Context: an optimization exercise on an open-source flow, tuned for small area, a short achievable clock period and few clock cycles per item. The choices shown serve that exercise and are no tape-out recipe.
Only simulation tests tie the RTL to the original design; equivalence was not proved.
Power is estimated from default activity; no workload was simulated.

==> flow/design.v (outline; a module is shown in full before it is edited, if it fits) <==
// module m_calc_engine: 1546 lines
module m_calc_engine #(
  parameter int CGES = 7,
  parameter int DW   = 16,
  localparam int AW  = $clog2(CGES),
  localparam int RW  = 2*DW + AW
) (
  input  logic                 clk,
  input  logic                 reset_n,
  input  logic                 cal,
  input  logic                 din_valid,
  input  logic signed [DW-1:0] din,
  input  logic                 coef_wr,
  input  logic [AW-1:0]        coef_addr,
  input  logic signed [DW-1:0] coef_data,
  output logic                 fin,
  output logic signed [RW-1:0] result,
  output logic                 result_valid,
  output logic                 busy
);
  // ...
==> flow/run.sh <==
#!/bin/bash
# synth_recipe.tcl (not shown) runs the flow's synth.tcl, then flattens the netlist and writes it again
# the make line also repeats each setting of config.mk as NAME=value (left out here)
make -C /OpenROAD-flow-scripts/flow DESIGN_CONFIG=/design/flow/config.mk WORK_HOME=/design/flow/orfs CLKGATE_MAP_FILE= SYNTH_SCRIPT=/design/flow/synth_recipe.tcl finish
==> flow/config.mk <==
export PLATFORM = sky130hd
export DESIGN_NAME = m_calc_engine
export DESIGN_NICKNAME = m_calc_engine
export VERILOG_FILES = /design/flow/design.v
export SDC_FILE = /design/flow/constraint.sdc
export NUM_CORES = 4
export LEC_CHECK = 0
export CAP_MARGIN = 20
export CORE_MARGIN = 2
export CORE_UTILIZATION = 40
export PLACE_DENSITY = 0.6
export SETUP_SLACK_MARGIN = 3.0
export SLEW_MARGIN = 20
==> flow/constraint.sdc <==
create_clock -name core_clock -period 9.0 [get_ports {clk}]
set_input_delay 1.8000 -clock core_clock [delete_from_list [all_inputs] [get_ports {clk}]]
set_output_delay 1.8000 -clock core_clock [all_outputs]
set_load 0.01 [all_outputs]
==> run_results.csv, run 1 <==
group,metric,value,unit
sta,fin_worst_skew,65.04,ps
final_layout,seq-cell-share,25.61,%
global_route,use_met3,5.428,%
pwr,swShare,31.69,%
final_layout,inv_count,313,
yosys,muxShareOfSynthArea,4.357,%
final_layout,num-fill-cells,9475,
route,drc_errors,0,
sta,worst_slew_pin_slew,1022,ps
yosys,yosys.cell_count.top_type,"fa_1",
sta,setup_slack,3038,ps
route,wl_met2,61950,µm
critical_path,path_cells,"buf_12 -> buf_4 -> a22oi_1 -> xor2_2 -> fa_1 -> fa_1 -> fa_1 -> fa_1 -> fa_1 -> inv_1 -> fa_1 -> inv_1 -> fa_1 -> inv_1 -> fa_1",
critical_path,cpMostUsedCell,"fa_1",
cts,cts_sinks,460,
pwr,seq-power,2.68,mW
final_layout,fin_area,45220,µm²
cts,cts_resized,68,
final_layout,multiInputGateArea,27040,µm²
final_layout,nonClkBufAreaFrac,3.979,%
final_layout,nClkBuffers,70,
critical_path,crit_cells,15,
floorplanning,die_h,322.9,µm
global_route,grt_max_degree,67,
route,viasPerCell,5.792,
yosys,synth_top_family_by_area,"adder cells",
route,num_vias,29006,
final_layout,nNetsFinal,4317,
cts,h-tree-depth,2,
yosys,ys_warn_count,1,
final_layout,signal_buffers,200,
min_path,hp-start,"cv_r[4]",
final_layout,diodes,0,
final_layout,final_common_cell,"fa_1",
pwr,vdd_drop_max,166.4,µV
cts,clk_transition_reported_paths,60,ps
floorplanning,ios,78,
yosys,synth-simple-area-share,4.609,%
global_route,grt_overflow,0,
final_layout,seqCellArea,11580,µm²
critical_path,r2r_start,"s_r[15]",
yosys,synth-edff-count,231,
route,ant_nets,0,
final_layout,final_cell_mix,"515 x fa_1, 464 x a22oi_1, 460 x xor2_1",
outcome,status,"complete, no violations",
Testbench counts, summed over its fixed seeds: cycles 2,744, items 1,200.
==> run 2: changes to the inputs <==
--- a/flow/config.mk
+++ b/flow/config.mk
@@ -9,5 +9,5 @@
 export CORE_MARGIN = 2
 export CORE_UTILIZATION = 40
 export PLACE_DENSITY = 0.6
-export SETUP_SLACK_MARGIN = 3.0
+export SETUP_SLACK_MARGIN = 3.6
 export SLEW_MARGIN = 20
==> run 2 against run 1 <==
Still clean. Synthesized cell count stayed put. Flip-flop and latch count stayed put. Register-to-register slack better by 200 ps. Non-clock buffer count is 131 higher. Highest routed layer unchanged.
==> run_results.csv, run 2 <==
group,metric,value,unit
cts,h-tree-depth,2,
floorplanning,core,100400,µm²
sta,timing.fmax,0.1737,GHz
min_path,hp-start,"sv_r[6]",
sta,setup_viol,0,
yosys,syn_nets,4392,
critical_path,cp.required,9400,ps
final_layout,final_cell_mix,"449 x xor2_1, 415 x a22oi_1, 381 x fa_1",
floorplanning,num_rows,116,
route,wl_met1,55800,µm
route,routedWlPerCell,27.68,µm
yosys,synth_top_area_share,27.60,%
critical_path,crit_path_end_kind,"flop",
floorplanning,ios,78,
cts,cts_hold_buf,0,
cts,clk_transition_reported_paths,60,ps
route,num_vias,29810,
global_route,grtUsageTotal,27.49,%
yosys,synthFlopType,"edfxtp_1",
yosys,ys_seq_elements,460,
cts,insertion_delay,670,ps
critical_path,crit_cells,15,
cts,clockBufferDepth,3,
critical_path,cpMostUsedCell,"fa_1",
sta,rsz0062_at_grt,"yes",
route,drtIter0Drc,3555,
critical_path,arrival,6160,ps
critical_path,start_kind,"flop",
floorplanning,die_h,322.9,µm
floorplanning,die-area,104300,µm²
cts,cts_buffers,52,
route,highest_layer,"met5",
yosys,yosys-top-cells-count,"561 x fa_1, 485 x a22oi_1, 467 x xor2_1, 296 x inv_1, 239 x clkbuf_1",
critical_path,crit_slowest_cell,"fa_2",
critical_path,path_class,"reg -> reg",
cts,cts_sinks,460,
final_layout,final_common_cell,"xor2_1",
sta,relSlewSlack,24.73,%
global_route,grt_overflow,0,
critical_path,max_stage_delay,560,ps
floorplanning,initial_utilization,40.51,%
min_path,holdPathEnd,"sv_r[6]",
yosys,synth_cell_types,69,
yosys,syn_inst,3682,
yosys,synth-edff-count,231,
pwr,p_per_area,141.7,nW/µm²
yosys,yosys.cell_count.top_type,"fa_1",
route,dr.pass1.iters,6,
cts,cts-root-buf,"clkbuf_16",
yosys,yosysTopAreaCell,"fa_1",
global_route,grt_max_degree,71,
min_path,hold_path_class,"reg -> reg",
critical_path,cp_max_fo,7,
route,wl_met3,14790,µm
cts,cts_tree,"built",
route,ant_nets,0,
sta,fin_crit_sh,63.98,%
flow_run,cap_violations,0,
placement,dp_hpwl,106200,µm
final_layout,drive_above_1_share,23.26,%
sta,finalHoldViolCount,0,
route,viasPerCell,5.800,
placement,gp_congestion,0.9900,
pwr,p_leak,15.99,nW
route,wirelength,142300,µm
final_layout,top_regs,"c_r x112, s_r x112, r_s x35",
sta,slew_violations,0,
pwr,total_power,6.726,mW
final_layout,area_growth,16.62,%
final_layout,final_util,47.25,%
sta,hold_slack,470.0,ps
global_route,grt_pass1_wl,208300,µm
route,wl_met2,60970,µm
global_route,antenna_found_initial,6,
outcome,status,"complete, no violations",
global_route,grt_pass1_vias,30394,
critical_path,r2r_start,"md_r[0]",
critical_path,path_cells,"buf_16 -> buf_8 -> nand2_1 -> fa_2 -> fa_1 -> fa_1 -> fa_2 -> fa_2 -> fa_1 -> inv_2 -> fa_1 -> inv_1 -> fa_1 -> inv_1 -> fa_2",
sta,fin_worst_skew,67.31,ps
critical_path,r2r_cells,15,
sta,setup_tns,0,ps
sta,worst_slew_pin_slew,1127,ps
critical_path,reg2reg_slack,3240,ps
min_path,min_delay_path_depth,2,
yosys,syn_area,40690,µm²
yosys,ys_warn_count,1,
placement,io_buffers,77,
critical_path,crit_buf_inv,5,
yosys,yosysSeqAreaShare,28.31,%
final_layout,diodes,0,
pwr,vdd_drop_max,165.6,µV
route,drc_errors,0,
yosys,synthArstFlopShare,0,%
sta,period_minus_slack,5758,ps
yosys,ys_top_cells_by_area,"fa_1 28%, edfxtp_1 17%, dfxtp_1 11%",
floorplanning,die_w,322.9,µm
final_layout,nNetsFinal,4449,
critical_path,crit_family,"adder cells",
yosys,synth.avg_cell_area,11.05,µm²
critical_path,r2r_end,"p_s[20]",
[run 2: changes by cell type in the layout (fill, tap and decap cells not counted), sizes merged, moves of 2 or more]
cell	change
dlygate4sd2	+2
clkbuf	-5
clkdlybuf4s50	-12
clkinv	+2
bufinv	-4
buf	+145
[run 2: cell type report]
cell class	count	area, µm²
repair buffers	331	3146
fillers	9211	52980
inverters	313	1195
well taps	1357	1698
repair inverters	1	5.005
clock inverters	28	310.3
clock buffers	70	1503
multi-input cells	2580	27930
flip-flops and latches	460	11660
[run 2: how the worst max path moves through the flow]
stage	slack, ps	from	endpoint
after floorplan	2810	din[13]	p_s[20]
after global placement	1900	din[7]	p_s[20]
after detailed placement	1930	din[7]	p_s[20]
after CTS	3270	s_r[12]	p_s[20]
after global routing	3120	dg_two[10]	p_s[20]
final	3240	md_r[0]	p_s[20]
[run 2: where the power goes]
group          internal [mW]  switching (mW)
sequential              2.52           0.147
combinational          0.745            1.07
clock                   1.30           0.952
total                   4.56            2.17
[run 2: worst register-to-register path, stage by stage, from the launching register on]
cell and delay [ps]:
dfxtp_4 460, buf_16 180, buf_8 130, nand2_1 100
fa_2 490, fa_1 540, fa_1 440, fa_2 560
fa_2 490, fa_1 540, inv_2 40, fa_1 520
inv_1 50, fa_1 490, inv_1 50, fa_2 410
[run 2: logic make-up after synthesis]
group / count (synthesis) / synth area share, %
AOI/OAI and AO/OA: 756 / 13.19
xor gates and xnor gates: 571 / 12.29
adders and majority gates: 670 / 30.95
buffers and inverters: 645 / 6.285
DFF: 460 / 28.31
muxes: 166 / 4.357
and+or+nand+nor: 414 / 4.609
[run 2: what timing repair did]
action	in CTS	in global routing
cloned	7	1
resized for setup	393	123
pin swaps	168	89
setup buffers	143	54
endpoints found under the setup margin	101	68
[run 2: stage by stage]
stage | worst slack, ps | area [µm²] | instances
after floorplan | 2805 | 41230 | 3682
after global placement | 1900 | 42570 | 4836
after detailed placement | 1925 | 42580 | 4836
after CTS | 3270 | 46560 | 5084
after global routing | 3124 | 47450 | 5140
final | 3242 | 47450 | 5140
[run 2: metal layers]
| layer | GRT usage [%] | up-vias |
|---|---|---|
| met4 | 16.99 | 12 |
| met2 | 40.37 | 1846 |
| met3 | 6.061 | 438 |
| met5 | 0 | - |
| met1 | 36.95 | 14980 |
| li1 | - | 12534 |
==> run 3: changes to the inputs <==
--- a/flow/config.mk
+++ b/flow/config.mk
@@ -7,7 +7,7 @@
 export LEC_CHECK = 0
 export CAP_MARGIN = 20
 export CORE_MARGIN = 2
-export CORE_UTILIZATION = 40
-export PLACE_DENSITY = 0.6
-export SETUP_SLACK_MARGIN = 3.6
+export CORE_UTILIZATION = 55
+export PLACE_DENSITY = 0.7
+export SETUP_SLACK_MARGIN = 3.0
 export SLEW_MARGIN = 20
==> run 3 against run 2 <==
Synthesized cell count did not move. Non-clock buffer count fell by 125. Utilization rose by 14 points. Cell area fell by 6.2%. Highest routed layer unchanged. Sequential share of layout area rose by 1.5 points. Register-to-register slack got worse by 220 ps. Fmax fell by 3.6%. Via count rose by 0.42%.
==> run_results.csv, run 3 <==
group,metric,value,unit
yosys,yosysTopAreaCell,"fa_1",
critical_path,arrival,6350,ps
critical_path,cpMostUsedCell,"fa_1",
critical_path,cp.required,9370,ps
critical_path,crit_slowest_cell,"dfxtp_1",
critical_path,r2r_start,"dg_two[21]",
cts,h-tree-depth,2,
sta,period_minus_slack,5973,ps
route,num_vias,29935,
placement,dp_hpwl,100800,µm
final_layout,final_util,60.87,%
cts,clockBufferDepth,3,
route,viasPerCell,6.481,
sta,fin_crit_sh,66.37,%
route,drtIter0Drc,4840,
floorplanning,die_w,276.0,µm
final_layout,num-fill-cells,6001,
placement,gp_congestion,1.011,
yosys,ys_top_cells_by_area,"fa_1 28%, edfxtp_1 17%, dfxtp_1 11%",
critical_path,r2r_end,"r_s[20]",
yosys,synth_cell_types,69,
min_path,hold_path_class,"reg -> reg",
global_route,grtUsageTotal,36.03,%
critical_path,max_stage_delay,880,ps
cts,cts_tree,"built",
global_route,grt_pass1_vias,29542,
global_route,antenna_found_initial,3,
yosys,yosys.cell_count.top_type,"fa_1",
cts,cts_buffers,52,
sta,fin_worst_skew,64.67,ps
flow_run,cap_violations,0,
cts,cts-root-buf,"clkbuf_16",
route,drc_errors,0,
floorplanning,die_h,276.0,µm
critical_path,start_kind,"flop",
critical_path,cp-startpoint,"dg_two[21]",
sta,slew_violations,0,
final_layout,area_growth,9.335,%
yosys,synth.avg_cell_area,11.05,µm²
route,wirelength,136600,µm
sta,relSlewSlack,26.09,%
route,routedWlPerCell,29.57,µm
floorplanning,initial_utilization,55.68,%
floorplanning,die-area,76170,µm²
pwr,p_leak,15.02,nW
pwr,vdd_drop_max,196.0,µV
critical_path,crit_path_end_kind,"flop",
critical_path,reg2reg_slack,3030,ps
cts,cts_sinks,460,
placement,io_buffers,77,
sta,worst_slew_pin_slew,1097,ps
yosys,synth-edff-count,231,
sta,finalHoldViolCount,0,
floorplanning,core,73080,µm²
sta,setup_viol,0,
critical_path,cp_max_fo,16,
global_route,grt_max_degree,78,
yosys,yosysSeqAreaShare,28.31,%
yosys,syn_inst,3682,
pwr,p_per_area,144.6,nW/µm²
yosys,ys_seq_elements,460,
yosys,synthArstFlopShare,0,%
route,ant_nets,0,
critical_path,r2r_cells,13,
yosys,synth_top_area_share,27.60,%
cts,clk_transition_reported_paths,60,ps
yosys,syn_nets,4392,
final_layout,drive_above_1_share,12.84,%
final_layout,top_regs,"c_r x112, s_r x112, r_s x35",
global_route,grt_pass1_wl,198600,µm
yosys,synthFlopType,"edfxtp_1",
outcome,status,"complete, no violations",
cts,cts_hold_buf,0,
final_layout,diodes,0,
yosys,syn_area,40690,µm²
floorplanning,ios,78,
route,dr.pass1.iters,17,
yosys,yosys-top-cells-count,"561 x fa_1, 485 x a22oi_1, 467 x xor2_1, 296 x inv_1, 239 x clkbuf_1",
global_route,grt_overflow,0,
sta,setup_tns,0,ps
critical_path,worstSetupEndpoint,"r_s[20]",
final_layout,final_common_cell,"fa_1",
final_layout,nNetsFinal,4327,
sta,hold_slack,461.0,ps
critical_path,path_cells,"a22oi_1 -> xor2_1 -> fa_1 -> fa_1 -> fa_1 -> fa_1 -> fa_2 -> fa_2 -> fa_1 -> fa_1 -> inv_1 -> ha_1 -> fa_2",
final_layout,final_cell_mix,"521 x fa_1, 465 x a22oi_1, 464 x xor2_1",
floorplanning,num_rows,99,
cts,insertion_delay,670,ps
yosys,ys_warn_count,1,
sta,timing.fmax,0.1674,GHz
critical_path,path_class,"reg -> reg",
sta,rsz0062_at_grt,"yes",
-- run 3: through the flow --
stage / setup WS (ps) / power, mW / cell area [µm²] / std cells
floorplan: 2805 / 3.668 / 40990 / 3682
global placement: 1996 / 4.171 / 41850 / 4435
detailed placement: 1956 / 4.214 / 41870 / 4436
CTS: 3000 / 6.400 / 44060 / 4581
global route: 2975 / 6.691 / 44490 / 4619
finish: 3027 / 6.435 / 44490 / 4619
-- run 3: what timing repair did --
item,4_1_cts,5_1_grt
gates cloned,5,2
endpoints found under the setup margin,57,22
pin swaps,1,19
gates resized for setup,55,83
buffers inserted,43,36
hold endpoints to repair,0,0
-- run 3: area by class of cell --
type                    instances  area [µm²]  area share, %
well taps                     959        1200          2.697
clock buffers                  70        1461          3.285
clock inverters                27       265.3         0.5962
repair buffers                206        1730          3.890
flip-flops and latches        460       11600          26.08
inverters                     313        1190          2.675
multi-input cells            2584       27040          60.78
-- run 3: worst max-delay path, delay by kind of cell, from the launching register on --
kind	cells	cell delay (ps)
xor+xnor	1	210
flops	1	880
compound gates	1	180
buf+inv	1	40
fa+ha+maj	10	4370
-- run 3: power breakdown --
group	internal, mW	total [mW]	switching [mW]
combinational	0.624	1.59	0.970
sequential	2.52	2.67	0.147
clock	1.19	2.17	0.983
total	4.34	6.43	2.10
-- run 3: how the worst min path moves through the flow --
stage / from / end / cells after the start / slack (ps)
3_3_place_gp: sv_r[6] / sv_r[6] / 2 / 450
2_1_floorplan: s_r[56] / s_r[72] / 0 / 420
4_1_cts: sv_r[6] / sv_r[6] / 2 / 460
5_1_grt: sv_r[6] / sv_r[6] / 2 / 480
3_5_place_dp: sv_r[6] / sv_r[6] / 2 / 450
6_report: sv_r[6] / sv_r[6] / 2 / 460
-- run 3: kinds of logic after synthesis --
logic type / synth area share (%)
buf+inv: 6.285
mux: 4.357
xor+xnor: 12.29
fa+ha+maj: 30.95
flops: 28.31
simple gates: 4.609
compound gates: 13.19
-- run 3: metal layers --
layer / wire (µm) / up-vias / GRT usage, % / part of all wire [%]
met5: 85 / - / 0.3759 / 0.062
met4: 5445 / 8 / 11.22 / 4.0
met3: 20600 / 404 / 15.29 / 15
met2: 59500 / 2200 / 54.03 / 44
met1: 50970 / 15039 / 47.47 / 37
li1: - / 12284 / - / -

[port drivers added, routing unchanged]
Ports are ideal in the flow. The routed layouts listed here were re-timed in OpenROAD.
Step 1 assumes that a clkbuf_16 drives the clock port and a buf_2 every other input.
Step 2 also shifts input and output timing later by t, the mid clock arrival at the registers, as if the neighbouring blocks saw the same clock.
a / b / c = ideal / step 1 / step 2; a / b = the first two.
run	shift t [ns]	setup slack, ns	slew at the worst register clock pin (ns)	cell pins on the clock port's net
run 1	0.722	3.038 / 3.038 / 2.417	0.07 / 0.07	1
run 2	0.707	3.242 / 3.241 / 2.534	0.07 / 0.07	1
run 3	0.715	3.027 / 3.027 / 2.379	0.08 / 0.08	1
After both steps every run listed still meets setup and hold. For run 2, which loses most, drivers alone change the setup slack by -0.001 ns; drivers and shift together by -0.708 ns.
